Context: an optimization exercise on an open-source flow, tuned for small area, a short achievable clock period and few clock cycles per item. The choices shown serve that exercise and are no tape-out recipe.
RTL that was checked went through simulation tests only; none was proved equivalent to the original.
Power and IR drop assume default switching activity.

== run 1 ==
==> flow/design.v (excerpt) <==
module ems_mapper_top (
   input  logic        clock,
   input  logic        reset,
   input  logic        req_valid,
   output logic        req_ready,
   input  logic [1:0]  req_mode,
   input  logic [15:0] req_io_port,
   input  logic [7:0]  req_write_data,
   input  logic [19:0] req_mem_address,
   output logic        rsp_valid,
   input  logic        rsp_ready,
   output logic [7:0]  rsp_read_data,
   output logic [2:0]  rsp_region,
   output logic        rsp_ems_hit,
   output logic [29:0] rsp_ems_address,
   input  logic        csr_valid,
   output logic        csr_ready,
   input  logic [7:0]  csr_index,
   input  logic [31:0] csr_wdata
);
   epfmm_pkg::req_type req_data;
   epfmm_pkg::rsp_type rsp_data;
   assign req_data.mode        = req_mode;
   assign req_data.io_port     = req_io_port;
   assign req_data.write_data  = req_write_data;
   assign req_data.mem_address = req_mem_address;
   assign rsp_read_data   = rsp_data.read_data;
   assign rsp_region      = rsp_data.region;
   assign rsp_ems_hit     = rsp_data.ems_hit;
   assign rsp_ems_address = rsp_data.ems_address;
   ems_page_frame_memory_mapper_unit #(.PORT_BASE(608)) u_unit (
      .clock     (clock),
      .reset     (reset),
      .req_valid (req_valid),
      .req_ready (req_ready),
      .req_data  (req_data),
      .rsp_valid (rsp_valid),
      .rsp_ready (rsp_ready),
      .rsp_data  (rsp_data),
      .csr_valid (csr_valid),
      .csr_ready (csr_ready),
      .csr_index (csr_index),
      .csr_wdata (csr_wdata)
   );
endmodule
For scale: roughly 600 flip-flops, about 140 I/O pins.
clock: 5.0 ns
lec_check: 0
cap_margin: 20
core_margin: 2
core_utilization: 40
setup_slack_margin: 2.0
slew_margin: 20
run.sh (not shown) runs the stock make flow with config.mk's settings and CLKGATE_MAP_FILE= SYNTH_SCRIPT=/design/flow/synth_recipe.tcl, a recipe that flattens the netlist after the stock synthesis.
Input-level comparison between run 2 and run 1:
Settings: changing SETUP_SLACK_MARGIN from 2.0 to 2.5.
==> flow/flow/run.sh (new file) <==
#!/bin/bash
# Layout flow: the standard flow (standard synthesis unchanged), with two
# placement/sizing settings changed after synthesis:
#  - the port buffers are buf_2 cells rather than the resizer's default pick
#    (a delay cell on this platform), so ports still get a buffer each;
#  - timing repair may swap a cell for one of another footprint (another
#    drive strength), not only for one of the same footprint.
# Each step's full output goes to a log file of its own in this folder.
set -euo pipefail
bash standard.sh synth > synth.log 2>&1
bash standard.sh MATCH_CELL_FOOTPRINT=0 \
   "BUFFER_PORTS_ARGS=-buffer_cell sky130_fd_sc_hd__buf_2" finish > layout.log 2>&1
==> flow/standard.sh (new file) <==
#!/bin/bash
# synth_recipe.tcl (not shown) runs the flow's synth.tcl, then flattens the netlist and writes it again
# the make line also repeats each setting of config.mk as NAME=value (left out here)
make -C /OpenROAD-flow-scripts/flow DESIGN_CONFIG=/design/flow/config.mk WORK_HOME=/design/flow/orfs CLKGATE_MAP_FILE= SYNTH_SCRIPT=/design/flow/synth_recipe.tcl "${@:-finish}"
removed: flow/run.sh
### Flow results
Run 1 → run 2: switching portion of total power rose 0.24 points; utilization +1.5 points; total track usage up 0.78 points.
What run 3 does differently from run 2 at the input level:
Settings: changing SETUP_SLACK_MARGIN from 2.5 to 2.0.
[summary]
Diff run 2 -> run 3: mean number of vias per cell decreased 0.44%; clock power dropped about 3%; wire length fell 5.6%.
Run 3 against run 2: fraction of cell area in non-clock buffers went down 3.1 points, maximum clock rate went down 4.3%.
Function was not checked in any run of this note: the RTL went through the layout flow alone.

========
lane 1:
ems_mapper_top, a different RTL version from the one above (not shown whole).
For scale: roughly 2600 cells after synthesis, ~580 flip-flops.
export LEC_CHECK = 0
export CAP_MARGIN = 20
export CORE_MARGIN = 2
export CORE_UTILIZATION = 40
export SLEW_MARGIN = 20
create_clock -name core_clock -period 5.0 [get_ports {clock}]
Stock flow here: none of the scripts above is used.
Having completed the whole flow, lane 1 delivered a layout that passed the timing, design-rule and antenna checks.
Testbench counts of lane 1, summed over its fixed seeds: cycles 7,101, items 7,085.
Edits applied to the flow inputs when going from lane 1 to lane 2:
--- a/flow/config.mk
+++ b/flow/config.mk
@@ -9,3 +9,4 @@
 export CORE_MARGIN = 2
 export CORE_UTILIZATION = 40
+export SETUP_SLACK_MARGIN = 1.5
 export SLEW_MARGIN = 20
==> results.txt <==
- Per the comparison of lane 2 with lane 1, total internal power dropped about 1.3%; worst setup slack climbed 0.66 ns; sequential share of cell area dropped 1.2 points.
- Compared to lane 1, lane 2 has detailed-route wire length per cell 0.58% higher.

========
ems_mapper_top, a different RTL version from the one above (not shown whole).
For scale: roughly 2600 cells after synthesis, roughly 580 flip-flops, roughly 140 I/O pins.
## ems_mapper_top
module ems_mapper_top (
   input  logic        clock,
   input  logic        reset,
   input  logic        req_valid,
   output logic        req_ready,
   input  logic [1:0]  req_mode,
   input  logic [15:0] req_io_port,
   input  logic [7:0]  req_write_data,
   input  logic [19:0] req_mem_address,
   output logic        rsp_valid,
   input  logic        rsp_ready,
   output logic [7:0]  rsp_read_data,
   output logic [2:0]  rsp_region,
   output logic        rsp_ems_hit,
   output logic [29:0] rsp_ems_address,
   input  logic        csr_valid,
   output logic        csr_ready,
   input  logic [7:0]  csr_index,
   input  logic [31:0] csr_wdata
);
Settings: LEC_CHECK=0, CAP_MARGIN=20, CORE_MARGIN=2, CORE_UTILIZATION=40, SETUP_SLACK_MARGIN=2.5, SLEW_MARGIN=20; clock period 5.0 ns.
Testbench counts at the start, summed over its fixed seeds: cycles 7,101, items 7,085.
==> next run, changes <==
ABC_AREA = 1   (was not set)
CTS_CLUSTER_DIAMETER = 80   (was not set)
CTS_CLUSTER_SIZE = 30   (was not set)
SETUP_SLACK_MARGIN = 2.2   (was 2.5)
Effect:
- The changed run completed with no timing, DRC or antenna violations
- final area came out lower by 3.4%
- sequential power hardly moves
- global-route usage went down by 2.5 points
- wire length drops by 1.1%
- die area is higher by 8.0%
- total power fell by 11%
==> next run, changes <==
ABC_AREA = not set   (was 1)
=>
- global-route usage went up by 0.36 points
- synthesized area went down by 7.5%
- hold slack gets better by 0.0056 ns
- maximum frequency falls by 0.94%
- cell area falls by 6.3%
- worst setup slack gets worse by 0.027 ns
==> next run, changes <==
==> flow/flow/run.sh (new file) <==
#!/bin/bash
# Layout flow: the standard flow (standard synthesis unchanged), with two
# placement/sizing settings changed after synthesis:
#  - the port buffers are buf_2 cells rather than the resizer's default pick
#    (a delay cell on this platform), so ports still get a buffer each;
#  - timing repair may swap a cell for one of another footprint (another
#    drive strength), not only for one of the same footprint.
# Each step's full output goes to a log file of its own in this folder.
set -euo pipefail
bash standard.sh synth > synth.log 2>&1
bash standard.sh MATCH_CELL_FOOTPRINT=0 \
   "BUFFER_PORTS_ARGS=-buffer_cell sky130_fd_sc_hd__buf_2" finish > layout.log 2>&1
==> flow/standard.sh (new file) <==
#!/bin/bash
# synth_recipe.tcl (not shown) runs the flow's synth.tcl, then flattens the netlist and writes it again
# the make line also repeats each setting of config.mk as NAME=value (left out here)
make -C /OpenROAD-flow-scripts/flow DESIGN_CONFIG=/design/flow/config.mk WORK_HOME=/design/flow/orfs CLKGATE_MAP_FILE= SYNTH_SCRIPT=/design/flow/synth_recipe.tcl "${@:-finish}"
CTS_CLUSTER_DIAMETER = not set   (was 80)
CTS_CLUSTER_SIZE = not set   (was 30)
SETUP_SLACK_MARGIN = 2.5   (was 2.2)
removed: flow/run.sh
=> Total power rises by about 21%; setup slack got worse by 0.12 ns; final cell count rises by 3.4%; via count rises by about 4%; wire length rises by 6.1%; critical path depth is unchanged; design area rises by about 7%; synthesized area stays the same; register-to-register slack improved by 0.02 ns; clock-buffer cell count rises by 65; hold slack got worse by 0.0038 ns.
==> next run, changes <==
==> flow/run.sh (new file) <==
#!/bin/bash
# synth_recipe.tcl (not shown) runs the flow's synth.tcl, then flattens the netlist and writes it again
# the make line also repeats each setting of config.mk as NAME=value (left out here)
make -C /OpenROAD-flow-scripts/flow DESIGN_CONFIG=/design/flow/config.mk WORK_HOME=/design/flow/orfs CLKGATE_MAP_FILE= SYNTH_SCRIPT=/design/flow/synth_recipe.tcl finish
CTS_CLUSTER_DIAMETER = 80   (was not set)
CTS_CLUSTER_SIZE = 30   (was not set)
SETUP_SLACK_MARGIN = 2.3   (was 2.5)
removed: flow/flow/run.sh
removed: flow/standard.sh
The new run went through all stages and came out clean; clock power went down by about 40%; first-iteration DRC count fell by about 9%; power goes down by about 17%; synthesized cell count does not change; worst setup slack gets better by 0.029 ns; area after synthesis does not change; die area is unchanged; wire length went down by 3.5%.
==> next run, changes <==
CORE_UTILIZATION = 55   (was 40)
CTS_CLUSTER_DIAMETER = not set   (was 80)
CTS_CLUSTER_SIZE = not set   (was 30)
SETUP_SLACK_MARGIN = 2.2   (was 2.3)
=> The changed run produced a clean layout. Synthesized area is unchanged. Non-clock buffer count shrinks by 44. Worst hold slack barely changes. Die area shrinks by a quarter to a third. Synthesized cell count stays the same. Critical path depth stays the same. Global-route usage grows by 7.9 points. Routed wire length shrinks by a few percent.

[re-timing with driven ports]
In the flow no input, the clock included, has a driving cell. The finished layouts below were timed again as built, in two steps. Step 1 (the two cells are an assumption about what drives the block):
set clk [get_ports {clock}]
set_driving_cell -lib_cell sky130_fd_sc_hd__clkbuf_16 $clk
set_driving_cell -lib_cell sky130_fd_sc_hd__buf_2 [delete_from_list [all_inputs] $clk]
Step 2, shift: input delay + t, output delay - t, t = (earliest + latest rising clock arrival at the registers) / 2. This alone moves slack from input paths to output paths. Slacks: ideal / step 1 / step 2; pairs: ideal / step 1.
run	t, ns	slack for setup (ns)	hold WS [ns]	latest minus earliest clock arrival (ns)	cell pins on the clock port's net
run 1	0.674	2.014 / 1.996 / 1.322	0.459 / 0.459 / 0.459	0.028 / 0.028	1
run 2	0.676	2.080 / 2.026 / 1.350	0.459 / 0.459 / 0.459	0.030 / 0.030	1
run 3	0.675	1.950 / 1.858 / 1.183	0.460 / 0.460 / 0.460	0.021 / 0.021	1
lane 1	0.689	0.788 / 0.788 / 0.193	0.456 / 0.456 / 0.456	0.031 / 0.032	1
lane 2	0.695	1.453 / 1.453 / 0.774	0.453 / 0.453 / 0.453	0.038 / 0.037	1
the first run of note 3	0.708	2.113 / 2.090 / 1.381	0.460 / 0.460 / 0.460	0.032 / 0.031	1
the second run of note 3	0.643	2.215 / 2.248 / 1.605	0.460 / 0.460 / 0.460	0.037 / 0.037	1
the third run of note 3	0.709	2.188 / 2.166 / 1.457	0.465 / 0.465 / 0.465	0.055 / 0.055	1
the fourth run of note 3	0.665	2.069 / 2.047 / 1.382	0.462 / 0.462 / 0.462	0.024 / 0.024	1
the fifth run of note 3	0.721	2.099 / 2.077 / 1.356	0.459 / 0.459 / 0.459	0.038 / 0.038	1
the sixth run of note 3	0.680	2.027 / 2.033 / 1.353	0.457 / 0.457 / 0.457	0.033 / 0.033	1
After both steps every run listed still meets setup and hold. For run 3, which loses most, drivers alone change the setup slack by -0.092 ns; drivers and shift together by -0.767 ns.
